Source: an optimization exercise on an open RTL-to-GDS flow (aim: a short achievable clock period and few clock cycles). Production flows keep margins and buffers that such runs may drop.
The RTL was checked by simulation tests, not by an equivalence proof against the original design.
Power and IR drop assume default switching activity.

==> design.v <==
package riscv_isa_pkg;
  localparam int INSN_W     = 32;
  localparam int REG_ADDR_W = 5;
  typedef enum logic [6:0] {
    OPC_JAL    = 7'b110_1111,
    OPC_JALR   = 7'b110_0111,
    OPC_BRANCH = 7'b110_0011,
    OPC_LOAD   = 7'b000_0011,
    OPC_STORE  = 7'b010_0011,
    OPC_IMM    = 7'b001_0011,
    OPC_ALSU   = 7'b011_0011,
    OPC_SYSTEM = 7'b111_0011
  } opcode_t;
  localparam logic [2:0] F3_ADD = 3'b000;
  localparam logic [2:0] F3_XOR = 3'b100;
  localparam logic [2:0] F3_OR  = 3'b110;
  localparam logic [2:0] F3_AND = 3'b111;
  localparam logic [2:0] F3_BEQ = 3'b000;
  localparam logic [2:0] F3_BNE = 3'b001;
  localparam logic [2:0] F3_BLT = 3'b100;
  localparam logic [2:0] F3_BGE = 3'b101;
  localparam logic [6:0] F7_BASE = 7'b000_0000;
  localparam logic [6:0] F7_ALT  = 7'b010_0000;
  localparam logic [31:0] EBREAK_WORD = 32'h0010_0073;
  typedef enum logic [1:0] {
    IMM_I,
    IMM_S,
    IMM_B,
    IMM_J
  } imm_kind_t;
endpackage
package core_pkg;
  localparam int XLEN     = 32;
  localparam int NUM_REGS = 32;
  localparam logic [XLEN-1:0] RESET_ADDR = '0;
  localparam logic [XLEN-1:0] NOP_WORD = 32'h0000_0013;
  typedef enum logic [3:0] {
    ALU_ADD,
    ALU_SUB,
    ALU_XOR,
    ALU_OR,
    ALU_AND,
    ALU_EQ,
    ALU_NE,
    ALU_LTS,
    ALU_GES
  } alu_op_t;
  typedef struct packed {
    alu_op_t alu_op;
    logic    use_imm;
    logic    is_branch;
    logic    is_jump;
    logic    jump_reg_base;
    logic    mem_read;
    logic    mem_write;
    logic    reg_write;
    logic    mem_to_reg;
    logic    halt;
  } ctrl_t;
  localparam int CTRL_W = 13;   
endpackage
`timescale 1ns/10ps
module g_inv   (input logic a, output logic y);                                  assign y = ~a;                      endmodule
module g_nand2 (input logic a, b, output logic y);                               assign y = ~(a & b);                endmodule
module g_nand3 (input logic a, b, c, output logic y);                            assign y = ~(a & b & c);            endmodule
module g_nand4 (input logic a, b, c, d, output logic y);                         assign y = ~(a & b & c & d);        endmodule
module g_nor2  (input logic a, b, output logic y);                               assign y = ~(a | b);                endmodule
module g_nor3  (input logic a, b, c, output logic y);                            assign y = ~(a | b | c);            endmodule
module g_nor4  (input logic a, b, c, d, output logic y);                         assign y = ~(a | b | c | d);        endmodule
module g_a22oi (input logic a1, a2, b1, b2, output logic y);                     assign y = ~((a1 & a2) | (b1 & b2)); endmodule
module g_xor2  (input logic a, b, output logic y);                               assign y = a ^ b;                   endmodule
module g_xnor2 (input logic a, b, output logic y);                               assign y = ~(a ^ b);                endmodule
module g_a21oi (input logic a1, a2, b1, output logic y);                         assign y = ~((a1 & a2) | b1);       endmodule
module g_o21ai (input logic a1, a2, b1, output logic y);                         assign y = ~((a1 | a2) & b1);       endmodule
module g_nand2b(input logic an, b, output logic y);                              assign y = ~(~an & b);              endmodule
module g_nor2b (input logic a, bn, output logic y);                              assign y = ~(a | ~bn);              endmodule
module g_and2  (input logic a, b, output logic y);                               assign y = a & b;                   endmodule
module g_or2   (input logic a, b, output logic y);                               assign y = a | b;                   endmodule
module g_mux2  (input logic s, a1, a0, output logic y);                          assign y = s ? a1 : a0;             endmodule
module g_o21a  (input logic a1, a2, b1, output logic y);                         assign y = (a1 | a2) & b1;          endmodule
module g_o31a  (input logic a1, a2, a3, b1, output logic y);                     assign y = (a1 | a2 | a3) & b1;     endmodule
module g_and3  (input logic a, b, c, output logic y);                            assign y = a & b & c;               endmodule
module g_and4  (input logic a, b, c, d, output logic y);                         assign y = a & b & c & d;           endmodule
module g_mux2i (input logic s, a1, a0, output logic y);                          assign y = ~(s ? a1 : a0);          endmodule
`timescale 1ns/10ps
module rf_slice #(
  parameter int W = 8
) (
  input  logic [31*W-1:0] regs_i,
  input  logic [4:0]      idx_i,
  output logic [W-1:0]    data_n_o
);
  logic [4:0] ni;
  for (genvar b = 0; b < 5; b++) begin : g_ni
    g_inv u_i (.a(idx_i[b]), .y(ni[b]));
  end
  logic [7:0] lo_n;
  logic [3:0] hi_n;
  for (genvar j = 0; j < 8; j++) begin : g_lo
    g_nand3 u_n (.a(j[0] ? idx_i[0] : ni[0]), .b(j[1] ? idx_i[1] : ni[1]), .c(j[2] ? idx_i[2] : ni[2]),
                 .y(lo_n[j]));
  end
  for (genvar j = 0; j < 4; j++) begin : g_hi
    g_nand2 u_n (.a(j[0] ? idx_i[3] : ni[3]), .b(j[1] ? idx_i[4] : ni[4]), .y(hi_n[j]));
  end
  logic [31:0] sel;
  assign sel[0] = 1'b0;
  for (genvar k = 1; k < 32; k++) begin : g_sel
    g_nor2 u_s (.a(lo_n[k % 8]), .b(hi_n[k / 8]), .y(sel[k]));
  end
  for (genvar b = 0; b < W; b++) begin : g_bit
    logic [31:0] r;
    assign r[0] = 1'b0;
    for (genvar k = 1; k < 32; k++) begin : g_r
      assign r[k] = regs_i[(k-1)*W + b];
    end
    logic [15:0] t;
    for (genvar p = 0; p < 16; p++) begin : g_t
      g_a22oi u_a (.a1(sel[2*p]), .a2(r[2*p]), .b1(sel[2*p+1]), .b2(r[2*p+1]), .y(t[p]));
    end
    logic [3:0] u;
    for (genvar q = 0; q < 4; q++) begin : g_u
      g_nand4 u_n (.a(t[4*q]), .b(t[4*q+1]), .c(t[4*q+2]), .d(t[4*q+3]), .y(u[q]));
    end
    logic [1:0] v;
    g_nor2  u_v0 (.a(u[0]), .b(u[1]), .y(v[0]));
    g_nor2  u_v1 (.a(u[2]), .b(u[3]), .y(v[1]));
    g_and2  u_w  (.a(v[0]), .b(v[1]), .y(data_n_o[b]));
  end
endmodule
`timescale 1ns/10ps
module f_ctl (
  input  logic [31:0] ir_i,
  input  logic [4:0]  x_rd_i,
  input  logic        k_i,
  input  logic        lnk_i,
  input  logic        m_redir_i,
  input  logic        k1_i,
  input  logic        k2_i,
  input  logic        pnz_i,
  input  logic        pn3_i,
  input  logic        p5_i,
  input  logic        lnz_i,
  input  logic        ln3_i,
  output logic        s_hold_o,
  output logic        s_jal_o,
  output logic        s_br_o,
  output logic        s_jr_o,
  output logic        s_inc_o,
  output logic        stall_o,
  output logic        stall_n_o,
  output logic        go_o
);
  logic [31:0] ni;
  for (genvar b = 0; b < 32; b++) begin : g_ni
    g_inv u_i (.a(ir_i[b]), .y(ni[b]));
  end
  logic k_n, lnk_n;
  g_inv u_kn (.a(k_i),   .y(k_n));
  g_inv u_ln (.a(lnk_i), .y(lnk_n));
  logic [4:0] x1, x2;
  for (genvar b = 0; b < 5; b++) begin : g_x
    g_xnor2 u_1 (.a(ir_i[15+b]), .b(x_rd_i[b]), .y(x1[b]));
    g_xnor2 u_2 (.a(ir_i[20+b]), .b(x_rd_i[b]), .y(x2[b]));
  end
  logic e1a_n, e1b_n, e2a_n, e2b_n;
  g_nand3 u_e1a (.a(x1[0]), .b(x1[1]), .c(x1[2]), .y(e1a_n));
  g_nand2 u_e1b (.a(x1[3]), .b(x1[4]), .y(e1b_n));
  g_nand3 u_e2a (.a(x2[0]), .b(x2[1]), .c(x2[2]), .y(e2a_n));
  g_nand2 u_e2b (.a(x2[3]), .b(x2[4]), .y(e2b_n));
  logic jal_a_n, jal_b_n, jr_a_n, jr_b_n, br_a_n, br_b_n, rb_a_n, rb_b_n, x64;
  g_nand4 u_jla (.a(ir_i[6]), .b(ir_i[5]), .c(ir_i[3]), .d(ir_i[2]), .y(jal_a_n));
  g_nand3 u_jlb (.a(ir_i[1]), .b(ir_i[0]), .c(ni[4]), .y(jal_b_n));
  g_nand4 u_jra (.a(ir_i[6]), .b(ir_i[5]), .c(ir_i[2]), .d(ir_i[1]), .y(jr_a_n));
  g_nand3 u_jrb (.a(ir_i[0]), .b(ni[4]), .c(ni[3]), .y(jr_b_n));
  g_nand4 u_bra (.a(ir_i[6]), .b(ir_i[5]), .c(ir_i[1]), .d(ir_i[0]), .y(br_a_n));
  g_nand4 u_brb (.a(ni[4]), .b(ni[3]), .c(ni[2]), .d(ni[13]), .y(br_b_n));
  g_xor2  u_x64 (.a(ir_i[6]), .b(ir_i[4]), .y(x64));
  g_nand4 u_rba (.a(ir_i[5]), .b(ni[3]), .c(ni[2]), .d(ir_i[1]), .y(rb_a_n));
  g_nand2 u_rbb (.a(ir_i[0]), .b(x64), .y(rb_b_n));
  logic is_jal, nj, rb;
  g_nor2 u_isj (.a(jal_a_n), .b(jal_b_n), .y(is_jal));
  g_inv  u_nj  (.a(is_jal), .y(nj));
  g_nor2 u_rb  (.a(rb_a_n), .b(rb_b_n), .y(rb));
  logic e1k, e2k, st_n, st;
  g_nor3  u_e1k (.a(e1a_n), .b(e1b_n), .c(k_n), .y(e1k));
  g_nor3  u_e2k (.a(e2a_n), .b(e2b_n), .c(k_n), .y(e2k));
  g_a22oi u_st  (.a1(e1k), .a2(nj), .b1(e2k), .b2(rb), .y(st_n));
  g_inv   u_sti (.a(st_n), .y(st));
  logic e1l, is_jr, h1_n, h2_n, ones6, z1, z2, p1, p2, near_jr, gojr_n;
  g_nor3  u_e1l (.a(e1a_n), .b(e1b_n), .c(lnk_n), .y(e1l));
  g_nor2  u_isr (.a(jr_a_n), .b(jr_b_n), .y(is_jr));
  g_nand3 u_h1  (.a(ir_i[31]), .b(ir_i[30]), .c(ir_i[29]), .y(h1_n));
  g_nand3 u_h2  (.a(ir_i[28]), .b(ir_i[27]), .c(ir_i[26]), .y(h2_n));
  g_nor2  u_o6  (.a(h1_n), .b(h2_n), .y(ones6));
  g_nor3  u_z1  (.a(ir_i[31]), .b(ir_i[30]), .c(ir_i[29]), .y(z1));
  g_nor3  u_z2  (.a(ir_i[28]), .b(ir_i[27]), .c(ir_i[26]), .y(z2));
  g_nand2 u_p1  (.a(ones6), .b(lnz_i), .y(p1));
  g_nand3 u_p2  (.a(z1), .b(z2), .c(ln3_i), .y(p2));
  g_nand2 u_njr (.a(p1), .b(p2), .y(near_jr));
  g_nand3 u_gjr (.a(e1l), .b(is_jr), .c(near_jr), .y(gojr_n));
  logic b1_n, b2_n, bra, brb, pg_n, pg, gobr_n;
  g_nand4 u_b1  (.a(ir_i[31]), .b(ir_i[30]), .c(ir_i[29]), .d(ir_i[28]), .y(b1_n));
  g_nand3 u_b2  (.a(ir_i[27]), .b(ir_i[26]), .c(ir_i[7]), .y(b2_n));
  g_nor2  u_bo  (.a(br_a_n), .b(br_b_n), .y(bra));
  g_nor2  u_bi  (.a(b1_n), .b(b2_n), .y(brb));
  g_a21oi u_pgn (.a1(ir_i[25]), .a2(p5_i), .b1(pnz_i), .y(pg_n));
  g_inv   u_pg  (.a(pg_n), .y(pg));
  logic bp_n;
  g_nand3 u_gbb (.a(bra), .b(brb), .c(pg), .y(bp_n));
  logic r2z_a, r2z_b, r1z_a, r1z_b, f3bne, f3blt, c1_n, c2_n, nb1, nb2;
  g_nor3  u_r2a (.a(ir_i[24]), .b(ir_i[23]), .c(ir_i[22]), .y(r2z_a));
  g_nor2  u_r2b (.a(ir_i[21]), .b(ir_i[20]), .y(r2z_b));
  g_nor3  u_r1a (.a(ir_i[19]), .b(ir_i[18]), .c(ir_i[17]), .y(r1z_a));
  g_nor2  u_r1b (.a(ir_i[16]), .b(ir_i[15]), .y(r1z_b));
  g_nor3  u_fbn (.a(ir_i[14]), .b(ir_i[13]), .c(ni[12]), .y(f3bne));
  g_nor3  u_fbl (.a(ni[14]), .b(ir_i[13]), .c(ir_i[12]), .y(f3blt));
  g_nand4 u_c1  (.a(r2z_a), .b(r2z_b), .c(f3bne), .d(k1_i), .y(c1_n));
  g_nand4 u_c2  (.a(r1z_a), .b(r1z_b), .c(f3blt), .d(k2_i), .y(c2_n));
  g_nor3  u_nb1 (.a(e1a_n), .b(e1b_n), .c(c1_n), .y(nb1));
  g_nor3  u_nb2 (.a(e2a_n), .b(e2b_n), .c(c2_n), .y(nb2));
  logic [4:0] xs;
  for (genvar b = 0; b < 5; b++) begin : g_xs
    g_xnor2 u_x (.a(ir_i[15+b]), .b(ir_i[20+b]), .y(xs[b]));
  end
  logic sa_n, sb_n, same, l_eq, l_ne;
  g_nand3 u_ssa (.a(xs[0]), .b(xs[1]), .c(xs[2]), .y(sa_n));
  g_nand2 u_ssb (.a(xs[3]), .b(xs[4]), .y(sb_n));
  g_nor2  u_ssm (.a(sa_n), .b(sb_n), .y(same));
  g_xnor2 u_leq (.a(ir_i[14]), .b(ir_i[12]), .y(l_eq));
  g_nor2  u_lne (.a(ir_i[14]), .b(ni[12]), .y(l_ne));
  logic n3130, n2928, n2726, n2511, n1008, o4_n, f1a_n, f1b_n, f0, fe_n, fn_n, fp;
  g_nor2  u_n31 (.a(ir_i[31]), .b(ir_i[30]), .y(n3130));
  g_nor2  u_n29 (.a(ir_i[29]), .b(ir_i[28]), .y(n2928));
  g_nor2  u_n27 (.a(ir_i[27]), .b(ir_i[26]), .y(n2726));
  g_nor2  u_n25 (.a(ir_i[25]), .b(ir_i[11]), .y(n2511));
  g_nor2  u_n10 (.a(ir_i[10]), .b(ir_i[8]), .y(n1008));
  g_nand3 u_o4  (.a(n2511), .b(n1008), .c(ir_i[9]), .y(o4_n));
  g_nand3 u_f1a (.a(bra), .b(n3130), .c(n2928), .y(f1a_n));
  g_nand4 u_f1b (.a(n2726), .b(ni[7]), .c(o4_n), .d(pn3_i), .y(f1b_n));
  g_nor2  u_f0  (.a(f1a_n), .b(f1b_n), .y(f0));
  g_nand2 u_fen (.a(f0), .b(l_eq), .y(fe_n));
  g_nand2 u_fnn (.a(f0), .b(l_ne), .y(fn_n));
  g_mux2i u_fp  (.s(same), .a1(fe_n), .a0(fn_n), .y(fp));
  logic bk;
  g_nor3  u_bk  (.a(nb1), .b(nb2), .c(bp_n), .y(bk));
  g_nor2  u_gbr (.a(bk), .b(fp), .y(gobr_n));
  logic [3:0] jo_n;
  g_nand4 u_jo0 (.a(ir_i[31]), .b(ir_i[30]), .c(ir_i[29]), .d(ir_i[28]), .y(jo_n[0]));
  g_nand4 u_jo1 (.a(ir_i[27]), .b(ir_i[26]), .c(ir_i[20]), .d(ir_i[19]), .y(jo_n[1]));
  g_nand4 u_jo2 (.a(ir_i[18]), .b(ir_i[17]), .c(ir_i[16]), .d(ir_i[15]), .y(jo_n[2]));
  g_nand3 u_jo3 (.a(ir_i[14]), .b(ir_i[13]), .c(ir_i[12]), .y(jo_n[3]));
  logic [7:0] jp;
  g_nor2  u_jp0 (.a(ir_i[31]), .b(ir_i[30]), .y(jp[0]));
  g_nor2  u_jp1 (.a(ir_i[29]), .b(ir_i[28]), .y(jp[1]));
  g_nor2  u_jp2 (.a(ir_i[27]), .b(ir_i[26]), .y(jp[2]));
  g_nor2  u_jp3 (.a(ir_i[20]), .b(ir_i[19]), .y(jp[3]));
  g_nor2  u_jp4 (.a(ir_i[18]), .b(ir_i[17]), .y(jp[4]));
  g_nor2  u_jp5 (.a(ir_i[16]), .b(ir_i[15]), .y(jp[5]));
  g_nor2  u_jp6 (.a(ir_i[14]), .b(ir_i[13]), .y(jp[6]));
  assign jp[7] = ni[12];
  logic za_n, zb_n;
  g_nand4 u_za  (.a(jp[0]), .b(jp[1]), .c(jp[2]), .d(jp[3]), .y(za_n));
  g_nand4 u_zb  (.a(jp[4]), .b(jp[5]), .c(jp[6]), .d(jp[7]), .y(zb_n));
  logic w4a, w4b, w4_n;
  g_nor2  u_w4a (.a(ir_i[25]), .b(ir_i[24]), .y(w4a));
  g_nor2  u_w4b (.a(ir_i[23]), .b(ir_i[21]), .y(w4b));
  g_nand3 u_w4  (.a(w4a), .b(w4b), .c(ir_i[22]), .y(w4_n));
  logic jo01, jo23, oneok, q2a_n, zok, gojal_n;
  g_nor2  u_q01 (.a(jo_n[0]), .b(jo_n[1]), .y(jo01));
  g_nor2  u_q23 (.a(jo_n[2]), .b(jo_n[3]), .y(jo23));
  g_and3  u_q1  (.a(jo01), .b(jo23), .c(pnz_i), .y(oneok));
  g_nand2 u_z4  (.a(pn3_i), .b(w4_n), .y(q2a_n));
  g_nor3  u_zok (.a(za_n), .b(zb_n), .c(q2a_n), .y(zok));
  g_a22oi u_gjl (.a1(is_jal), .a2(oneok), .b1(is_jal), .b2(zok), .y(gojal_n));
  g_nor2  u_sh  (.a(st_n), .b(m_redir_i), .y(s_hold_o));
  g_nor2  u_sj  (.a(gojal_n), .b(m_redir_i), .y(s_jal_o));
  g_nor3  u_sb  (.a(gobr_n), .b(st), .c(m_redir_i), .y(s_br_o));
  g_nor2  u_sr  (.a(gojr_n), .b(m_redir_i), .y(s_jr_o));
  logic all_n;
  g_nand4 u_an  (.a(st_n), .b(gojal_n), .c(gobr_n), .d(gojr_n), .y(all_n));
  g_nor2  u_si  (.a(all_n), .b(m_redir_i), .y(s_inc_o));
  assign stall_o   = st;
  assign stall_n_o = st_n;
  g_nand3 u_go  (.a(gojal_n), .b(gobr_n), .c(gojr_n), .y(go_o));
endmodule
module dec_fields (
  input  logic [31:0] ir_i,
  input  logic [5:0]  pcm_i,
  input  logic        p5_i,
  input  logic [4:0]  x_rd_i,
  input  logic        k1_i,
  input  logic        k2_i,
  output logic        is_jal_o,
  output logic        is_jalr_o,
  output logic        op_rb_o,
  output logic        go_jal_o,
  output logic        go_br_o
);
  logic [6:0] opc;
  logic       s;
  assign opc       = ir_i[6:0];
  assign s         = ir_i[31];
  assign is_jal_o  = (opc == 7'b1101111);
  assign is_jalr_o = (opc == 7'b1100111);
  assign op_rb_o   = (opc == 7'b0110011) || (opc == 7'b1100011);
  assign go_jal_o  = is_jal_o && (ir_i[19:12] == {8{s}}) && (ir_i[20] == s) && (ir_i[30:26] == {5{s}}) &&
                     (s ? (pcm_i != 6'd0) : (pcm_i != 6'h3f)) &&
                     !({s, ir_i[19:12], ir_i[20], ir_i[30:21]} == 20'd2);
  logic same, likely;
  assign same      = (ir_i[19:15] == ir_i[24:20]);
  assign likely    = same ? (ir_i[14] == ir_i[12]) : (!ir_i[14] && ir_i[12]);
  logic exit_n;
  assign exit_n    = !((ir_i[14:12] == 3'b001) && (ir_i[24:20] == 5'd0) && (ir_i[19:15] == x_rd_i) && k1_i) &&
                     !((ir_i[14:12] == 3'b100) && (ir_i[19:15] == 5'd0) && (ir_i[24:20] == x_rd_i) && k2_i);
  assign go_br_o   = (opc == 7'b1100011) && !ir_i[13] &&
                     ((s && ir_i[7] && (ir_i[30:26] == 5'h1f) && ((pcm_i != 6'd0) || (ir_i[25] && p5_i)) && exit_n) ||
                      (!s && !ir_i[7] && (ir_i[30:26] == 5'h00) && (pcm_i != 6'h3f) && likely &&
                       !({ir_i[25], ir_i[11:8]} == 5'b00010)));
endmodule
module c_gojr (
  input  logic [31:0] ir_i,
  input  logic [4:0]  x_rd_i,
  input  logic        lnk_i,
  input  logic [5:0]  lkm_i,
  output logic        go_o
);
  assign go_o = (ir_i[6:0] == 7'b1100111) && lnk_i && (x_rd_i == ir_i[19:15]) &&
                (ir_i[30:26] == {5{ir_i[31]}}) && (ir_i[31] ? (lkm_i != 6'd0) : (lkm_i != 6'h3f));
endmodule
module c_opsel (
  input  logic [4:0] rs_i,
  input  logic       none_i,
  input  logic [4:0] x_rd_i,
  input  logic       w_i,
  input  logic       m_wen_i,
  input  logic [4:0] m_rd_i,
  output logic       res_o,
  output logic       wb_o,
  output logic       reg_o
);
  logic fwd, byp;
  assign fwd   = w_i && (x_rd_i == rs_i);
  assign byp   = m_wen_i && (m_rd_i == rs_i);
  assign res_o = !none_i && fwd;
  assign wb_o  = !none_i && !fwd && byp;
  assign reg_o = !none_i && !fwd && !byp;
endmodule
module x_branch (
  input  logic [31:0] a_i,
  input  logic [31:0] b_i,
  input  logic        dif31_i,
  input  logic        valid_i,
  input  logic        m_redir_i,
  input  logic        br_i,
  input  logic        blt_i,
  input  logic        inv_i,
  input  logic        pred_i,
  input  logic        off4_i,
  input  logic        off8_i,
  input  logic        ebreak_i,
  input  logic        fin_i,
  output logic        live_o,
  output logic [3:0]  sx_n_o,
  output logic        halt_o,
  output logic        sxk_o,
  output logic        e_n_o
);
  logic [31:0] x;
  logic [7:0]  n4;
  logic [3:0]  e8;
  logic        ne;
  for (genvar i = 0; i < 32; i++) begin : g_x
    g_xnor2 u_x (.a(a_i[i]), .b(b_i[i]), .y(x[i]));
  end
  for (genvar i = 0; i < 8; i++) begin : g_n4
    g_nand4 u_n (.a(x[4*i]), .b(x[4*i+1]), .c(x[4*i+2]), .d(x[4*i+3]), .y(n4[i]));
  end
  for (genvar i = 0; i < 4; i++) begin : g_e8
    g_nor2 u_e (.a(n4[2*i]), .b(n4[2*i+1]), .y(e8[i]));
  end
  g_nand4 u_ne (.a(e8[0]), .b(e8[1]), .c(e8[2]), .d(e8[3]), .y(ne));
  logic q, t1, t0, e1, e0, sd, c_eq, c_ltd, c_lts;
  assign live_o = valid_i && !m_redir_i;
  assign q      = live_o && br_i;
  assign t1     = !pred_i && !off4_i;
  assign t0     = pred_i;
  assign e1     = inv_i ? t0 : t1;    
  assign e0     = inv_i ? t1 : t0;    
  assign sd     = a_i[31] != b_i[31];
  assign c_eq   = q && !blt_i;
  assign c_ltd  = q && blt_i && !sd;
  assign c_lts  = q && blt_i && sd && (a_i[31] ? e1 : e0);
  for (genvar k = 0; k < 4; k++) begin : g_sx
    logic u1, u2;
    g_mux2 u_m1 (.s(ne),      .a1(c_eq && e0),  .a0(c_eq && e1),  .y(u1));
    g_mux2 u_m2 (.s(dif31_i), .a1(c_ltd && e1), .a0(c_ltd && e0), .y(u2));
    g_nor3 u_sx (.a(u1), .b(u2), .c(c_lts), .y(sx_n_o[k]));
  end
  logic v1, v2, sx_k;
  g_mux2 u_v1 (.s(ne),      .a1(c_eq && e0),  .a0(c_eq && e1),  .y(v1));
  g_mux2 u_v2 (.s(dif31_i), .a1(c_ltd && e1), .a0(c_ltd && e0), .y(v2));
  g_nor3 u_vk (.a(v1), .b(v2), .c(c_lts), .y(sx_k));
  assign halt_o = live_o && ebreak_i;
  assign sxk_o  = sx_k;
  assign e_n_o  = !(m_redir_i || fin_i || halt_o);
endmodule
module x_enter (
  input  logic sx_n_i,
  input  logic e_n_i,
  input  logic st_n_i,
  input  logic writes_i,
  input  logic is_ld_i,
  input  logic is_lnk_i,
  input  logic is_dm1_i,
  output logic valid_o,
  output logic wen_o,
  output logic ld_o,
  output logic lnk_o,
  output logic dm1_o
);
  g_and3 u_v (.a(sx_n_i), .b(e_n_i), .c(st_n_i), .y(valid_o));
  g_and4 u_w (.a(sx_n_i), .b(e_n_i), .c(st_n_i), .d(writes_i), .y(wen_o));
  g_and4 u_d (.a(sx_n_i), .b(e_n_i), .c(st_n_i), .d(is_ld_i),  .y(ld_o));
  g_and4 u_k (.a(sx_n_i), .b(e_n_i), .c(st_n_i), .d(is_lnk_i), .y(lnk_o));
  g_and4 u_m (.a(sx_n_i), .b(e_n_i), .c(st_n_i), .d(is_dm1_i), .y(dm1_o));
endmodule
module x_count (
  input  logic [11:0] a_i,
  input  logic        dm1_i,
  output logic        k1_o,
  output logic        k2_o
);
  logic [2:0] z;
  g_nor4 u_z0 (.a(a_i[1]), .b(a_i[2]), .c(a_i[3]), .d(a_i[4]), .y(z[0]));
  g_nor4 u_z1 (.a(a_i[5]), .b(a_i[6]), .c(a_i[7]), .d(a_i[8]), .y(z[1]));
  g_nor3 u_z2 (.a(a_i[9]), .b(a_i[10]), .c(a_i[11]), .y(z[2]));
  logic k2_n;
  g_nand4 u_k1 (.a(dm1_i), .b(z[0]), .c(z[1]), .d(z[2]), .y(k2_n));
  g_inv   u_i2 (.a(k2_n), .y(k2_o));
  g_and2  u_i1 (.a(k2_o), .b(a_i[0]), .y(k1_o));
endmodule
module f_decode (
  input  logic [31:0] ir_i,
  output logic        is_addi_o,
  output logic        is_r_o,
  output logic        is_ld_o,
  output logic        is_st_o,
  output logic        is_br_o,
  output logic        is_jal_o,
  output logic        is_jalr_o,
  output logic        is_ebreak_o,
  output logic        op_rb_o,
  output logic        jal_short_o,
  output logic        go_jal_o,
  output logic        go_br_o,
  output logic        writes_o
);
  logic [6:0] opc;
  logic [2:0] f3;
  logic [6:0] f7;
  assign opc = ir_i[6:0];
  assign f3  = ir_i[14:12];
  assign f7  = ir_i[31:25];
  assign is_addi_o   = (opc == 7'b0010011) && (f3 == 3'b000);
  assign is_r_o      = (opc == 7'b0110011) &&
                       (((f7 == 7'b0000000) && (f3 == 3'b000 || f3 == 3'b100 || f3 == 3'b110 || f3 == 3'b111)) ||
                        ((f7 == 7'b0100000) && (f3 == 3'b000)));
  assign is_ld_o     = (opc == 7'b0000011);
  assign is_st_o     = (opc == 7'b0100011);
  assign is_br_o     = (opc == 7'b1100011) && !f3[1];
  assign is_jal_o    = (opc == 7'b1101111);
  assign is_jalr_o   = (opc == 7'b1100111);
  assign is_ebreak_o = (ir_i == 32'h0010_0073);
  assign op_rb_o     = (opc == 7'b0110011) || (opc == 7'b1100011);
  assign jal_short_o = (ir_i[19:12] == {8{ir_i[31]}}) && (ir_i[20] == ir_i[31]);
  assign go_jal_o    = is_jal_o && jal_short_o &&
                       !({ir_i[31], ir_i[19:12], ir_i[20], ir_i[30:21]} == 20'd2);
  assign go_br_o     = is_br_o && ir_i[31];
  assign writes_o    = (is_addi_o | is_r_o | is_ld_o | is_jal_o | is_jalr_o) && (ir_i[11:7] != 5'd0);
endmodule
`timescale 1ns/10ps
module pg_gen #(
  parameter int W = 32
) (
  input  logic [W-1:0] a_i,
  input  logic [W-1:0] b_i,
  output logic [W-1:0] p_o,
  output logic [W-1:0] g_o
);
  assign p_o = a_i ^ b_i;
  assign g_o = a_i & b_i;
endmodule
module ks_tree #(
  parameter int W = 32
) (
  input  logic [W-1:0] p_i,
  input  logic [W-1:0] g_i,
  input  logic         cin_i,
  output logic [W-1:0] c_o
);
  function automatic int ceil_log2(input int v);
    ceil_log2 = 0;
    for (int i = 0; i < 31; i++) begin
      if ((1 << i) < v) ceil_log2 = i + 1;
    end
  endfunction
  localparam int L = ceil_log2(W);
  logic [W-1:0] gg [0:L];
  logic [W-1:0] pp [0:L];
  always_comb begin
    gg[0]    = g_i;
    pp[0]    = p_i;
    gg[0][0] = g_i[0] | (p_i[0] & cin_i);
    for (int l = 0; l < L; l++) begin
      for (int i = 0; i < W; i++) begin
        if (i >= (1 << l)) begin
          gg[l+1][i] = gg[l][i] | (pp[l][i] & gg[l][i - (1 << l)]);
          pp[l+1][i] = pp[l][i] & pp[l][i - (1 << l)];
        end else begin
          gg[l+1][i] = gg[l][i];
          pp[l+1][i] = pp[l][i];
        end
      end
    end
    c_o = gg[L];
  end
endmodule
module ks_add #(
  parameter int W = 32
) (
  input  logic [W-1:0] a_i,
  input  logic [W-1:0] b_i,
  input  logic         cin_i,
  output logic [W-1:0] sum_o,
  output logic         cout_o
);
  logic [W-1:0] p, g, c;
  pg_gen  #(.W(W)) u_pg   (.a_i(a_i), .b_i(b_i), .p_o(p), .g_o(g));
  ks_tree #(.W(W)) u_tree (.p_i(p), .g_i(g), .cin_i(cin_i), .c_o(c));
  assign sum_o  = p ^ {c[W-2:0], cin_i};
  assign cout_o = c[W-1];
endmodule
module inc_dec #(
  parameter int W = 20
) (
  input  logic [W-1:0] v_i,
  output logic [W-1:0] inc_o,
  output logic [W-1:0] dec_o
);
  ks_add #(.W(W)) u_inc (.a_i(v_i), .b_i({W{1'b0}}), .cin_i(1'b1), .sum_o(inc_o), .cout_o());
  ks_add #(.W(W)) u_dec (.a_i(v_i), .b_i({W{1'b1}}), .cin_i(1'b0), .sum_o(dec_o), .cout_o());
endmodule
module mux2w #(
  parameter int W = 32
) (
  input  logic         s_i,
  input  logic [W-1:0] a_i,
  input  logic [W-1:0] b_i,
  output logic [W-1:0] y_o
);
  assign y_o = s_i ? a_i : b_i;
endmodule
module ks_add_g #(
  parameter int W    = 32,
  parameter int CIN  = 0,
  parameter int INVB = 0
) (
  input  logic [W-1:0] a_i,
  input  logic [W-1:0] b_i,
  output logic [W-1:0] sum_o,
  output logic         cout_o
);
  function automatic int ceil_log2(input int v);
    ceil_log2 = 0;
    for (int i = 0; i < 31; i++) begin
      if ((1 << i) < v) ceil_log2 = i + 1;
    end
  endfunction
  localparam int L = ceil_log2(W);
  logic [W-1:0] gg [0:L];
  logic [W-1:0] pp [0:L];
  logic [W-1:0] pn;
  for (genvar i = 0; i < W; i++) begin : g_pg
    if (INVB == 1) begin : g_ib
      g_xor2 u_p (.a(a_i[i]), .b(b_i[i]), .y(pn[i]));
      if (i == 0 && CIN == 1) begin : g_c1
        g_nor2b  u_g (.a(a_i[i]), .bn(b_i[i]), .y(gg[0][i]));
      end else begin : g_c0
        g_nand2b u_g (.an(b_i[i]), .b(a_i[i]), .y(gg[0][i]));
      end
    end else begin : g_b
      g_xnor2 u_p (.a(a_i[i]), .b(b_i[i]), .y(pn[i]));
      if (i == 0 && CIN == 1) begin : g_c1
        g_nor2  u_g (.a(a_i[i]), .b(b_i[i]), .y(gg[0][i]));
      end else begin : g_c0
        g_nand2 u_g (.a(a_i[i]), .b(b_i[i]), .y(gg[0][i]));
      end
    end
    assign pp[0][i] = pn[i];
  end
  for (genvar l = 0; l < L; l++) begin : g_lvl
    localparam int D = 1 << l;
    for (genvar i = 0; i < W; i++) begin : g_b
      if (i >= D) begin : g_op
        if (l % 2 == 0) begin : g_neg_in
          g_o21ai u_g (.a1(pp[l][i]), .a2(gg[l][i-D]), .b1(gg[l][i]), .y(gg[l+1][i]));
          g_nor2  u_p (.a(pp[l][i]), .b(pp[l][i-D]), .y(pp[l+1][i]));
        end else begin : g_pos_in
          g_a21oi u_g (.a1(pp[l][i]), .a2(gg[l][i-D]), .b1(gg[l][i]), .y(gg[l+1][i]));
          g_nand2 u_p (.a(pp[l][i]), .b(pp[l][i-D]), .y(pp[l+1][i]));
        end
      end else begin : g_pass
        g_inv u_g (.a(gg[l][i]), .y(gg[l+1][i]));
        g_inv u_p (.a(pp[l][i]), .y(pp[l+1][i]));
      end
    end
  end
  for (genvar i = 0; i < W; i++) begin : g_s
    if (i == 0) begin : g_s0
      if (CIN == 1) begin : g_1
        assign sum_o[0] = pn[0];
      end else begin : g_0
        g_inv u_s (.a(pn[0]), .y(sum_o[0]));
      end
    end else if (L % 2 == 1) begin : g_pos
      g_xnor2 u_s (.a(pn[i]), .b(gg[L][i-1]), .y(sum_o[i]));
    end else begin : g_neg
      g_xor2 u_s (.a(pn[i]), .b(gg[L][i-1]), .y(sum_o[i]));
    end
  end
  if (L % 2 == 1) begin : g_co_pos
    assign cout_o = gg[L][W-1];
  end else begin : g_co_neg
    g_inv u_co (.a(gg[L][W-1]), .y(cout_o));
  end
endmodule
`timescale 1ns/10ps
module ao_sel #(
  parameter int N = 8,
  parameter int W = 32
) (
  input  logic [N*W-1:0] d_i,
  input  logic [N-1:0]   s_i,
  input  logic [W-1:0]   or_i,
  output logic [W-1:0]   y_o
);
  always_comb begin
    y_o = or_i;
    for (int k = 0; k < N; k++) begin
      y_o = y_o | ({W{s_i[k]}} & d_i[k*W +: W]);
    end
  end
endmodule
module ao6_g #(
  parameter int W = 8
) (
  input  logic [6*W-1:0] d_i,
  input  logic [5:0]     s_i,
  output logic [W-1:0]   y_o
);
  for (genvar b = 0; b < W; b++) begin : g_b
    logic [2:0] t;
    for (genvar p = 0; p < 3; p++) begin : g_p
      g_a22oi u_a (.a1(s_i[2*p]), .a2(d_i[(2*p)*W + b]), .b1(s_i[2*p+1]), .b2(d_i[(2*p+1)*W + b]), .y(t[p]));
    end
    g_nand3 u_n (.a(t[0]), .b(t[1]), .c(t[2]), .y(y_o[b]));
  end
endmodule
module op_slice #(
  parameter int W = 8
) (
  input  logic [W-1:0]   rf_n_i,
  input  logic           reg_i,
  input  logic [7*W-1:0] res_i,
  input  logic [6:0]     res_s_i,
  input  logic           res_en_i,
  input  logic [W-1:0]   wb_i,
  input  logic           wb_en_i,
  input  logic [W-1:0]   ex_i,
  input  logic           ex_en_i,
  output logic [W-1:0]   y_o
);
  logic [6:0]   s;
  logic [W-1:0] o;
  assign s = {7{res_en_i}} & res_s_i;
  always_comb begin
    o = ({W{wb_en_i}} & wb_i) | ({W{ex_en_i}} & ex_i);
    for (int k = 0; k < 7; k++) o = o | ({W{s[k]}} & res_i[k*W +: W]);
  end
  logic [W-1:0] o_n;
  assign o_n = ~o;
  for (genvar b = 0; b < W; b++) begin : g_m
    g_mux2i u_m (.s(reg_i), .a1(rf_n_i[b]), .a0(o_n[b]), .y(y_o[b]));
  end
endmodule
module pc_pick_g #(
  parameter int W = 8
) (
  input  logic [6*W-1:0] d_i,
  input  logic [5:0]     s_i,
  input  logic           sx_n_i,
  input  logic [W-1:0]   x_alt_n_i,
  output logic [W-1:0]   y_o
);
  for (genvar b = 0; b < W; b++) begin : g_b
    logic [2:0] t;
    logic       p_n;
    for (genvar p = 0; p < 3; p++) begin : g_p
      g_a22oi u_a (.a1(s_i[2*p]), .a2(d_i[(2*p)*W + b]), .b1(s_i[2*p+1]), .b2(d_i[(2*p+1)*W + b]), .y(t[p]));
    end
    g_and3  u_n (.a(t[0]), .b(t[1]), .c(t[2]), .y(p_n));
    g_mux2i u_m (.s(sx_n_i), .a1(p_n), .a0(x_alt_n_i[b]), .y(y_o[b]));
  end
endmodule
`timescale 1ns/10ps
module micro_riscv_top (
  input  logic        clk_i,
  input  logic        reset_i,
  output logic [31:0] instr_addr_o,
  input  logic [31:0] instr_rdata_i,
  output logic [31:0] data_addr_o,
  input  logic [31:0] data_rdata_i,
  output logic [31:0] data_wdata_o,
  output logic        data_re_o,
  output logic        data_we_o,
  output logic        finish_o
);
  logic [31:0] pc_f, pc_o;
  logic        x_valid, x_wen, x_ld, x_st, x_br, x_mjump, x_ebreak, x_lnk;
  logic        x_s_add, x_s_addi, x_s_sub, x_s_xor, x_s_or, x_s_and, x_s_lnk;
  logic        x_dm1;
  logic        x_pred, x_off4, x_off8, x_blt, x_inv, x_fsd;
  logic [4:0]  x_rd;
  logic [31:0] x_a, x_b, x_off, x_link;
  logic [11:0] x_pcl, x_bimm;
  logic [19:0] x_hi_c1, x_hi_c0;
  logic        m_re, m_we, m_ld, m_redir;
  logic [31:1] m_wsel;
  logic [4:0]  m_rd;
  logic        m_wen;
  logic [31:0] m_result, m_addr, m_wdata, m_tgt;
  logic        fin, fin_o;
  logic [31:0] regs [1:31];
  logic [31:0] wb_data;
  assign wb_data = m_ld ? data_rdata_i : m_result;
  logic [31:0] ir;
  assign ir = instr_rdata_i;
  logic [6:0] opc;
  logic [2:0] f3;
  logic [6:0] f7;
  logic [4:0] rd, rs1, rs2;
  assign opc = ir[6:0];
  assign f3  = ir[14:12];
  assign f7  = ir[31:25];
  assign rd  = ir[11:7];
  assign rs1 = ir[19:15];
  assign rs2 = ir[24:20];
  logic is_addi, is_r, is_ld, is_st, is_br, is_jal, is_jalr, is_ebreak, op_rb;
  logic jal_short, dec_gojal, dec_gobr, writes;
  f_decode u_dec (.ir_i(ir), .is_addi_o(is_addi), .is_r_o(is_r), .is_ld_o(is_ld), .is_st_o(is_st),
                  .is_br_o(is_br), .is_jal_o(is_jal), .is_jalr_o(is_jalr), .is_ebreak_o(is_ebreak),
                  .op_rb_o(op_rb), .jal_short_o(jal_short), .go_jal_o(dec_gojal), .go_br_o(dec_gobr),
                  .writes_o(writes));
  logic [31:0] iimm, simm, bimm, jimm;
  assign iimm = {{20{ir[31]}}, ir[31:20]};
  assign simm = {{20{ir[31]}}, ir[31:25], ir[11:7]};
  assign bimm = {{19{ir[31]}}, ir[31], ir[7], ir[30:25], ir[11:8], 1'b0};
  assign jimm = {{11{ir[31]}}, ir[31], ir[19:12], ir[20], ir[30:21], 1'b0};
  logic k1, k2;
  x_count u_cnt (.a_i(x_a[11:0]), .dm1_i(x_dm1), .k1_o(k1), .k2_o(k2));
  logic k_ld, k_lnk, k_w;
  assign k_ld  = x_ld && x_wen;
  assign k_lnk = x_lnk;
  assign k_w   = x_wen && !x_ld;
  logic go_jr, fsd_n, a_res, a_wb, a_reg, b_res, b_wb, b_reg;
  c_gojr  u_gojr  (.ir_i(ir), .x_rd_i(x_rd), .lnk_i(k_lnk), .lkm_i(x_link[11:6]), .go_o(go_jr));
  c_opsel u_asel (.rs_i(rs1), .none_i(is_jal), .x_rd_i(x_rd), .w_i(k_w), .m_wen_i(m_wen), .m_rd_i(m_rd),
                  .res_o(a_res), .wb_o(a_wb), .reg_o(a_reg));
  c_opsel u_bsel (.rs_i(rs2), .none_i(1'b0), .x_rd_i(x_rd), .w_i(k_w), .m_wen_i(m_wen), .m_rd_i(m_rd),
                  .res_o(b_res), .wb_o(b_wb), .reg_o(b_reg));
  assign fsd_n = k_ld && (x_rd == rs2);
  logic [31:0] rf_an, rf_bn;
  for (genvar s = 0; s < 4; s++) begin : g_rf
    logic [31*8-1:0] slice;
    always_comb begin
      for (int k = 1; k < 32; k++) slice[(k-1)*8 +: 8] = regs[k][s*8 +: 8];
    end
    rf_slice #(.W(8)) u_a (.regs_i(slice), .idx_i(rs1), .data_n_o(rf_an[s*8 +: 8]));
    rf_slice #(.W(8)) u_b (.regs_i(slice), .idx_i(rs2), .data_n_o(rf_bn[s*8 +: 8]));
  end
  logic [31:0] pc_inc;
  assign pc_inc = pc_f + 32'd4;
  logic [19:0] pc_hi_p, pc_hi_m;
  inc_dec #(.W(20)) u_pc_hi (.v_i(pc_f[31:12]), .inc_o(pc_hi_p), .dec_o(pc_hi_m));
  logic [11:0] br_lo, jal_lo, jr_lo;
  logic        br_c, jal_c, jr_c;
  ks_add_g #(.W(12), .CIN(0)) u_br_lo  (.a_i(pc_f[11:0]),   .b_i(bimm[11:0]), .sum_o(br_lo),  .cout_o(br_c));
  ks_add_g #(.W(12), .CIN(0)) u_jal_lo (.a_i(pc_f[11:0]),   .b_i(jimm[11:0]), .sum_o(jal_lo), .cout_o(jal_c));
  ks_add_g #(.W(12), .CIN(0)) u_jr_lo  (.a_i(x_link[11:0]), .b_i(iimm[11:0]), .sum_o(jr_lo),  .cout_o(jr_c));
  logic [19:0] pc_hi_c1, pc_hi_c0;
  assign pc_hi_c1 = ir[31] ? pc_f[31:12] : pc_hi_p;
  assign pc_hi_c0 = ir[31] ? pc_hi_m     : pc_f[31:12];
  logic [31:0] t_br, t_jal, t_jr;
  assign t_br  = {pc_f[31:12], br_lo};
  assign t_jal = {pc_f[31:12], jal_lo};
  assign t_jr  = {x_link[31:12], jr_lo[11:1], 1'b0};
  logic go_jal, go_br, jal4;
  logic f_isjal, f_isjalr, f_oprb;
  dec_fields u_df (.ir_i(ir), .pcm_i(pc_f[11:6]), .p5_i(pc_f[5]), .x_rd_i(x_rd), .k1_i(k1), .k2_i(k2), .is_jal_o(f_isjal), .is_jalr_o(f_isjalr),
                   .op_rb_o(f_oprb), .go_jal_o(go_jal), .go_br_o(go_br));
  assign jal4 = ({ir[31], ir[19:12], ir[20], ir[30:21]} == 20'd2);
  logic [31:0] sum, dif, adr, r_xor, r_or, r_and;
  ks_add_g #(.W(32), .CIN(0)) u_add (.a_i(x_a), .b_i(x_b), .sum_o(sum), .cout_o());
  ks_add_g #(.W(32), .CIN(1), .INVB(1)) u_sub (.a_i(x_a), .b_i(x_b), .sum_o(dif), .cout_o());
  ks_add_g #(.W(32), .CIN(0)) u_adr (.a_i(x_a), .b_i(x_off), .sum_o(adr), .cout_o());
  assign r_xor = x_a ^ x_b;
  assign r_or  = x_a | x_b;
  assign r_and = x_a & x_b;
  logic [32*7-1:0] res_d;
  logic [6:0]      res_s;
  assign res_d = {x_link, r_and, r_or, r_xor, dif, adr, sum};
  assign res_s = {x_s_lnk, x_s_and, x_s_or, x_s_xor, x_s_sub, x_s_addi, x_s_add};
  logic [31:0] res;
  ao_sel #(.N(7)) u_res (.d_i(res_d), .s_i(res_s), .or_i(32'd0), .y_o(res));
  logic [31:0] a_n, b_n;
  for (genvar g = 0; g < 4; g++) begin : g_op
    logic [55:0] rd8;
    for (genvar k = 0; k < 7; k++) begin : g_k
      assign rd8[k*8 +: 8] = res_d[k*32 + g*8 +: 8];
    end
    op_slice #(.W(8)) u_a (.rf_n_i(rf_an[g*8 +: 8]), .reg_i(a_reg), .res_i(rd8), .res_s_i(res_s), .res_en_i(a_res),
                           .wb_i(wb_data[g*8 +: 8]), .wb_en_i(a_wb), .ex_i(pc_f[g*8 +: 8]), .ex_en_i(is_jal),
                           .y_o(a_n[g*8 +: 8]));
    op_slice #(.W(8)) u_b (.rf_n_i(rf_bn[g*8 +: 8]), .reg_i(b_reg), .res_i(rd8), .res_s_i(res_s), .res_en_i(b_res),
                           .wb_i(wb_data[g*8 +: 8]), .wb_en_i(b_wb), .ex_i(8'd0), .ex_en_i(1'b0),
                           .y_o(b_n[g*8 +: 8]));
  end
  logic [11:0] xt_lo;
  logic        xt_c;
  logic [19:0] xt_hi;
  logic [31:0] x_alt;
  ks_add_g #(.W(12), .CIN(0)) u_xt_lo (.a_i(x_pcl), .b_i(x_bimm), .sum_o(xt_lo), .cout_o(xt_c));
  mux2w #(.W(20)) u_xt_hi (.s_i(xt_c), .a_i(x_hi_c1), .b_i(x_hi_c0), .y_o(xt_hi));
  assign x_alt = x_pred ? x_link : {xt_hi, xt_lo};
  logic x_live, x_halt, x_sxk, x_en;
  logic [3:0] sx_n;
  logic [31:0] cmp;
  ks_add_g #(.W(32), .CIN(1), .INVB(1)) u_cmp (.a_i(x_a), .b_i(x_b), .sum_o(cmp), .cout_o());
  x_branch u_xbr (.a_i(x_a), .b_i(x_b), .dif31_i(cmp[31]), .valid_i(x_valid), .m_redir_i(m_redir),
                  .br_i(x_br), .blt_i(x_blt), .inv_i(x_inv), .pred_i(x_pred), .off4_i(x_off4),
                  .off8_i(x_off8), .ebreak_i(x_ebreak), .fin_i(fin),
                  .live_o(x_live), .sx_n_o(sx_n), .halt_o(x_halt), .sxk_o(x_sxk), .e_n_o(x_en));
  logic f_st, f_st_n, f_go, f_sh, f_sj, f_sb, f_sr, f_si;
  logic pnz, pn3, lnz, ln3;
  assign pnz = |pc_f[11:6];
  assign pn3 = !(&pc_f[11:6]);
  assign lnz = |x_link[11:6];
  assign ln3 = !(&x_link[11:6]);
  f_ctl u_fc (.ir_i(ir), .x_rd_i(x_rd), .k_i(k_ld), .lnk_i(k_lnk), .m_redir_i(m_redir), .k1_i(k1), .k2_i(k2),
              .pnz_i(pnz), .pn3_i(pn3), .p5_i(pc_f[5]), .lnz_i(lnz), .ln3_i(ln3),
              .s_hold_o(f_sh), .s_jal_o(f_sj), .s_br_o(f_sb), .s_jr_o(f_sr), .s_inc_o(f_si),
              .stall_o(f_st), .stall_n_o(f_st_n), .go_o(f_go));
  logic xv_n, xw_n, xl_n, xk_n;
  logic xd_n;
  x_enter u_xn (.sx_n_i(x_sxk), .e_n_i(x_en), .st_n_i(f_st_n), .writes_i(writes), .is_ld_i(is_ld),
                .is_lnk_i((is_jal || is_jalr) && (rd != 5'd0)),
                .is_dm1_i(is_addi && (rs1 == rd) && (rd != 5'd0) && (ir[31:20] == 12'hfff)),
                .valid_o(xv_n), .wen_o(xw_n), .ld_o(xl_n), .lnk_o(xk_n), .dm1_o(xd_n));
  logic [31:0] pc_n;
  for (genvar g = 0; g < 4; g++) begin : g_pcs
    logic s_hold, s_jal, s_br, s_jr, s_inc, st, st_n, go;
    f_ctl u_pcsel (.ir_i(ir), .x_rd_i(x_rd), .k_i(k_ld), .lnk_i(k_lnk), .m_redir_i(m_redir || reset_i), .k1_i(k1), .k2_i(k2),
                   .pnz_i(pnz), .pn3_i(pn3), .p5_i(pc_f[5]), .lnz_i(lnz), .ln3_i(ln3),
                   .s_hold_o(s_hold), .s_jal_o(s_jal), .s_br_o(s_br), .s_jr_o(s_jr), .s_inc_o(s_inc),
                   .stall_o(st), .stall_n_o(st_n), .go_o(go));
    pc_pick_g #(.W(8)) u_pc_p (.d_i({pc_f[g*8 +: 8], m_tgt[g*8 +: 8], t_jal[g*8 +: 8], t_br[g*8 +: 8],
                                 t_jr[g*8 +: 8], pc_inc[g*8 +: 8]}),
                           .s_i({s_hold, m_redir, s_jal, s_br, s_jr, s_inc}), .sx_n_i(sx_n[g]),
                              .x_alt_n_i(~x_alt[g*8 +: 8]), .y_o(pc_n[g*8 +: 8]));
  end
  logic [31:1] wsel_n;
  always_comb begin
    for (int k = 1; k < 32; k++) wsel_n[k] = x_live && x_wen && (x_rd == 5'(k));
  end
  always_ff @(posedge clk_i or posedge reset_i) begin
    if (reset_i) begin
      pc_f    <= 32'd0;
      x_valid <= 1'b0;
      x_wen   <= 1'b0;
      x_ld    <= 1'b0;
      x_lnk   <= 1'b0;
      x_dm1   <= 1'b0;
      m_re    <= 1'b0;
      m_we    <= 1'b0;
      m_wen   <= 1'b0;
      m_wsel  <= '0;
      m_redir <= 1'b0;
      fin     <= 1'b0;
      fin_o   <= 1'b0;
    end else begin
      pc_f <= pc_n;
      x_valid <= xv_n;
      x_wen   <= xw_n;
      x_ld    <= xl_n;
      x_lnk   <= xk_n;
      x_dm1   <= xd_n;
      m_re    <= x_live && x_ld;
      m_we    <= x_live && x_st;
      m_wen   <= x_live && x_wen;
      m_wsel  <= wsel_n;
      m_redir <= x_live && x_mjump;
      fin   <= fin   || x_halt;
      fin_o <= fin_o || x_halt;
    end
  end
  always_ff @(posedge clk_i) begin
    pc_o <= pc_n;
  end
  always_ff @(posedge clk_i) begin
    x_st     <= is_st;
    x_br     <= is_br;
    x_mjump  <= (is_jalr && !go_jr) || (is_jal && !go_jal && !jal4);
    x_ebreak <= is_ebreak;
    x_s_add  <= is_r && (f3 == 3'b000) && !f7[5];
    x_s_addi <= is_addi;
    x_s_sub  <= is_r && (f3 == 3'b000) && f7[5];
    x_s_xor  <= is_r && (f3 == 3'b100);
    x_s_or   <= is_r && (f3 == 3'b110);
    x_s_and  <= is_r && (f3 == 3'b111);
    x_s_lnk  <= is_jal || is_jalr;
    x_pred   <= go_br;
    x_off4   <= (bimm == 32'd4);
    x_off8   <= (bimm == 32'd8);
    x_blt    <= f3[2];
    x_inv    <= f3[0];
    x_rd     <= rd;
    x_fsd    <= fsd_n;
    x_a      <= a_n;
    x_b      <= b_n;
    x_off    <= is_st ? simm : (is_jal ? jimm : iimm);
    x_link   <= pc_inc;
    x_pcl    <= pc_f[11:0];
    x_bimm   <= bimm[11:0];
    x_hi_c1  <= pc_hi_c1;
    x_hi_c0  <= pc_hi_c0;
    m_ld     <= x_ld;
    m_rd     <= x_rd;
    m_result <= res;
    m_addr   <= adr;
    m_wdata  <= x_fsd ? data_rdata_i : x_b;
    m_tgt    <= x_mjump ? {adr[31:1], 1'b0} : x_alt;
  end
  always_ff @(posedge clk_i or posedge reset_i) begin
    if (reset_i) begin
      for (int i = 1; i < 32; i++) regs[i] <= 32'd0;
    end else begin
      for (int i = 1; i < 32; i++) begin
        if (m_wsel[i]) regs[i] <= wb_data;
      end
    end
  end
  assign instr_addr_o = pc_o;
  assign data_addr_o  = m_addr;
  assign data_wdata_o = m_wdata;
  assign data_re_o    = m_re;
  assign data_we_o    = m_we;
  assign finish_o     = fin_o;
endmodule
==> run.sh <==
#!/bin/bash
# synth_recipe.tcl (not shown) runs the flow's synth.tcl, then flattens the netlist and writes it again
# the make line also repeats each setting of config.mk as NAME=value (left out here)
make -C /OpenROAD-flow-scripts/flow DESIGN_CONFIG=/design/flow/config.mk WORK_HOME=/design/flow/orfs CLKGATE_MAP_FILE= SYNTH_SCRIPT=/design/flow/synth_recipe.tcl finish
==> config.mk <==
export PLATFORM = sky130hd
export DESIGN_NAME = micro_riscv_top
export DESIGN_NICKNAME = micro_riscv_top
export VERILOG_FILES = /design/flow/design.v
export SDC_FILE = /design/flow/constraint.sdc
export NUM_CORES = 8
export LEC_CHECK = 0
export CAP_MARGIN = 20
export CELL_PAD_IN_SITES_DETAIL_PLACEMENT = 1
export CELL_PAD_IN_SITES_GLOBAL_PLACEMENT = 2
export CORE_MARGIN = 2
export CORE_UTILIZATION = 25
export GPL_ROUTABILITY_DRIVEN = 0
export SETUP_SLACK_MARGIN = 5
export SLEW_MARGIN = 20
export SYNTH_HIERARCHICAL = 1
==> constraint.sdc <==
create_clock -name core_clock -period 8.0 [get_ports {clk_i}]
set_input_delay 1.6000 -clock core_clock [delete_from_list [all_inputs] [get_ports {clk_i}]]
set_output_delay 1.6000 -clock core_clock [all_outputs]
set_load 0.01 [all_outputs]
==> summary.txt <==
Floorplan
  – Die height: roughly 600 um
  – CORE AREA: roughly 350000 um2
  – # IOs: between 150 and 200
  – Die width: 597.2 um
  – Initial Utilization: roughly 25%
  – Die area: around 360000 um2
  – Row cnt: about 220

Setup path
  – Required time worst endpoint: between 8 and 9 ns
  – Critical Path AT: 3.97 ns
  – Setup CP Type: input pin to flip-flop
  – Critical Path Sink Type: flip-flop
  – Startpoint Class: input pin
  – Critical path fanouts, max: 11

Timing
  – Final Hold Fails: 0
  – Fmax: approximately 310 MHz
  – Final setup viols: 0
  – Final min period: roughly 3.2 ns
  – RSZ-0062 raised after global routing: true
  – Final period utilization: between 40 and 50%
  – Final WS setup: between 4 and 5 ns
  – Worst Hold Slack: a little under 0.5 ns
  – Max-slew violations: 0
  – Worst-Margin Slew: around 1.2 ns
  – Worst Skew: ~0.053 ns
  – Rel. slew slack: a little under a fifth

Power
  – Total Power: 22.39 mW
  – Pwr dens: ~200 nW/um2
  – Max VDD drop: around 0.15 mV
  – P_leak: ~41 nW

Clocking
  – Max Root-Sink Buffers: 4
  – CTS clock-pin slew for the worst setup and hold paths: 0.06 ns
  – CTS tree: done
  – Sink Count: between 1000 and 1500
  – Htree depth: 4
  – CTS buffer count: between 150 and 200
  – Clk root buf: clkbuf_16
  – Clock latency (worst-skew pair): 0.91 ns
  – CTS Hold Buffers Added: 0

Global routing
  – Vias in the first global route: about 83000
  – Total grt overflow: 0
  – Gr usage total: approximately a quarter
  – First-pass GRT wire length: 625500 um
  – Antenna violations before repair: 28
  – Largest net degree at the start of global routing: 167

Logic synthesis
  – Synth warn: 25
  – Mapped Cells: a little under 10000
  – Syn Area/Cell: just over 9 um2
  – Area of the mapped netlist: 87980 um2

Route
  – Vias: 81984
  – Number of DRC markers in iteration 0: ~6300
  – DR pass1 iterations: 10
  – WL per Instance: just under 30 um
  – Final wirelength: about 450000 um
  – Residual DRC count: 0
  – Post-route ant nets: 0
  – Vias per cell: 5.410

Job
  – Max-cap violation count: 0

Placement
  – DP Cell Count: roughly 14000
  – DP Worst Slack: roughly 2.2 ns
  – PortBufs: roughly 160
  – Final HPWL DP: between 300000 and 400000 um

Min path
  – Worst hold path type: flip-flop to flip-flop

Cells and area
  – Core Util, Final: 32.27%
  – Area grow syn2layout: 28.27%
  – Final net count: ~11000
  – Share of cells above drive strength 1: between 30% and 40%
  – Non-filler cells in the finished layout: 15154

Status
  – Status: finished clean
report_power, final:
part / internal (mW) / switching [mW] / total, mW / leakage (nW)
clock: 4.91 / 3.54 / 8.45 / 2.97
sequential: 7.50 / 0.447 / 7.95 / 12.7
combinational: 2.01 / 3.98 / 5.99 / 25.4
area by class of cell:
class	instances	area [um2]
repair buffers	756	8513
multi-input cells	7588	56710
clock inverters	67	674.4
fillers	39653	236900
diodes	18	45.04
inverters	438	1697
flip-flops and latches	1420	34090
clock buffers	268	5361
well taps	4599	5754
critical path: stages:
cell and delay, ns:
buf_16 0.13, buf_4 0.18, bufbuf_16 0.34, nand3_1 0.40
nor2_4 0.09, buf_12 0.17, a22oi_2 0.16, nand4_1 0.20
nor2_2 0.27, and2_1 0.29, mux2i_1 0.11
timing repair:
item | 4_1_cts | 5_1_grt
setup endpoints to repair | 499 | 483
buffers inserted | 131 | 136
gates resized for setup | 1467 | 450
gates cloned | 35 | 11
pin swaps | 88 | 166
sequential cells by signal (all words and copies together), names as in the netlist, 4 cells and up:
| name | count |
|---|---|
| regs | 992 |
| m_addr | 32 |
| m_result | 32 |
| m_tgt | 32 |
| m_wdata | 32 |
| pc_f | 32 |
| pc_o | 32 |
| x_a | 32 |
| x_b | 32 |
| m_wsel | 31 |
| x_link | 30 |
| x_off | 21 |
| x_hi_c0 | 20 |
| x_hi_c1 | 20 |
| x_pcl | 12 |
| m_rd | 5 |
| x_rd | 4 |
final timing paths:
kind                       slack (ns)  depth (start not counted)                       to              start
setup / recovery                 4.80                         11           x_a[8]$_DFF_P_  instr_rdata_i[16]
hold / removal                   0.49                          0             m_ld$_DFF_P_     x_ld$_DFF_PP0_
setup reg to reg                 4.85                         15         pc_o[28]$_DFF_P_     x_a[8]$_DFF_P_
hold reg to reg                  0.49                          0             m_ld$_DFF_P_     x_ld$_DFF_PP0_
max in group asynchronous        5.10                          4  regs[31][5]$_DFFE_PP0P_            reset_i
min in group asynchronous        1.24                          2       pc_f[17]$_DFF_PP0_            reset_i
routing by layer:
layer	global-route usage (%)	up-vias	share of wire (%)
met5	0	-	0.0027
met1	32.26	42428	44
met2	38.68	2486	46
met4	10.71	2	4.9
li1	-	36340	-
met3	2.796	728	5.3
per-stage QoR:
step            TNS, ns  area, um2
2_1_floorplan  -8849.30      89000
3_3_place_gp          0      97010
3_5_place_dp          0      97180
4_1_cts               0     109100
5_1_grt               0     112800
6_report              0     112900
layout by cell type (no fill, tap or decap), types with 44 or more instances in the layout:
cell,n
a21oi_1,1051
a21oi_2,216
a222oi_1,80
a22oi_1,208
a22oi_2,1129
and2_1,54
buf_12,81
buf_2,77
buf_4,396
buf_6,74
clkbuf_16,196
conb_1,250
dfrtp_1,1030
dfxtp_1,255
dfxtp_4,65
ha_1,107
inv_1,419
mux2_2,44
mux2i_1,158
nand2_1,400
nand2b_1,68
nand3_1,177
nand4_1,355
nor2_1,1459
nor2_2,117
nor2_4,216
nor3_2,53
o21ai_1,256
xnor2_1,279
xnor2_2,53
xor2_1,150
Testbench counts, summed over its fixed seeds: cycles 66,291.

afterwards: timing with drivers on the ports:
How much do the figures lean on ideal ports? The routed layout below was timed once more, with nothing changed but the port constraints. Step 1, drivers: a clkbuf_16 drives clk_i and a buf_2 each remaining input, both assumed. Step 2 moves the port delays by t, midway between the first and last clock arrival at a register: inputs arrive t later, outputs are due t later. That takes back most of the time a late clock gives input paths. Slacks: ideal ports / drivers / drivers and shift; pairs: ideal ports / drivers.
t (ns): 0.995
setup slack, ns: 4.796 / 4.613 / 3.618
slew at the worst register clock pin (ns): 0.08 / 0.08
pins driven straight from the clock port: 1
After both steps setup and hold are still met in this run. The setup slack of this run moves by -0.183 ns with the drivers and by -1.178 ns with both steps.
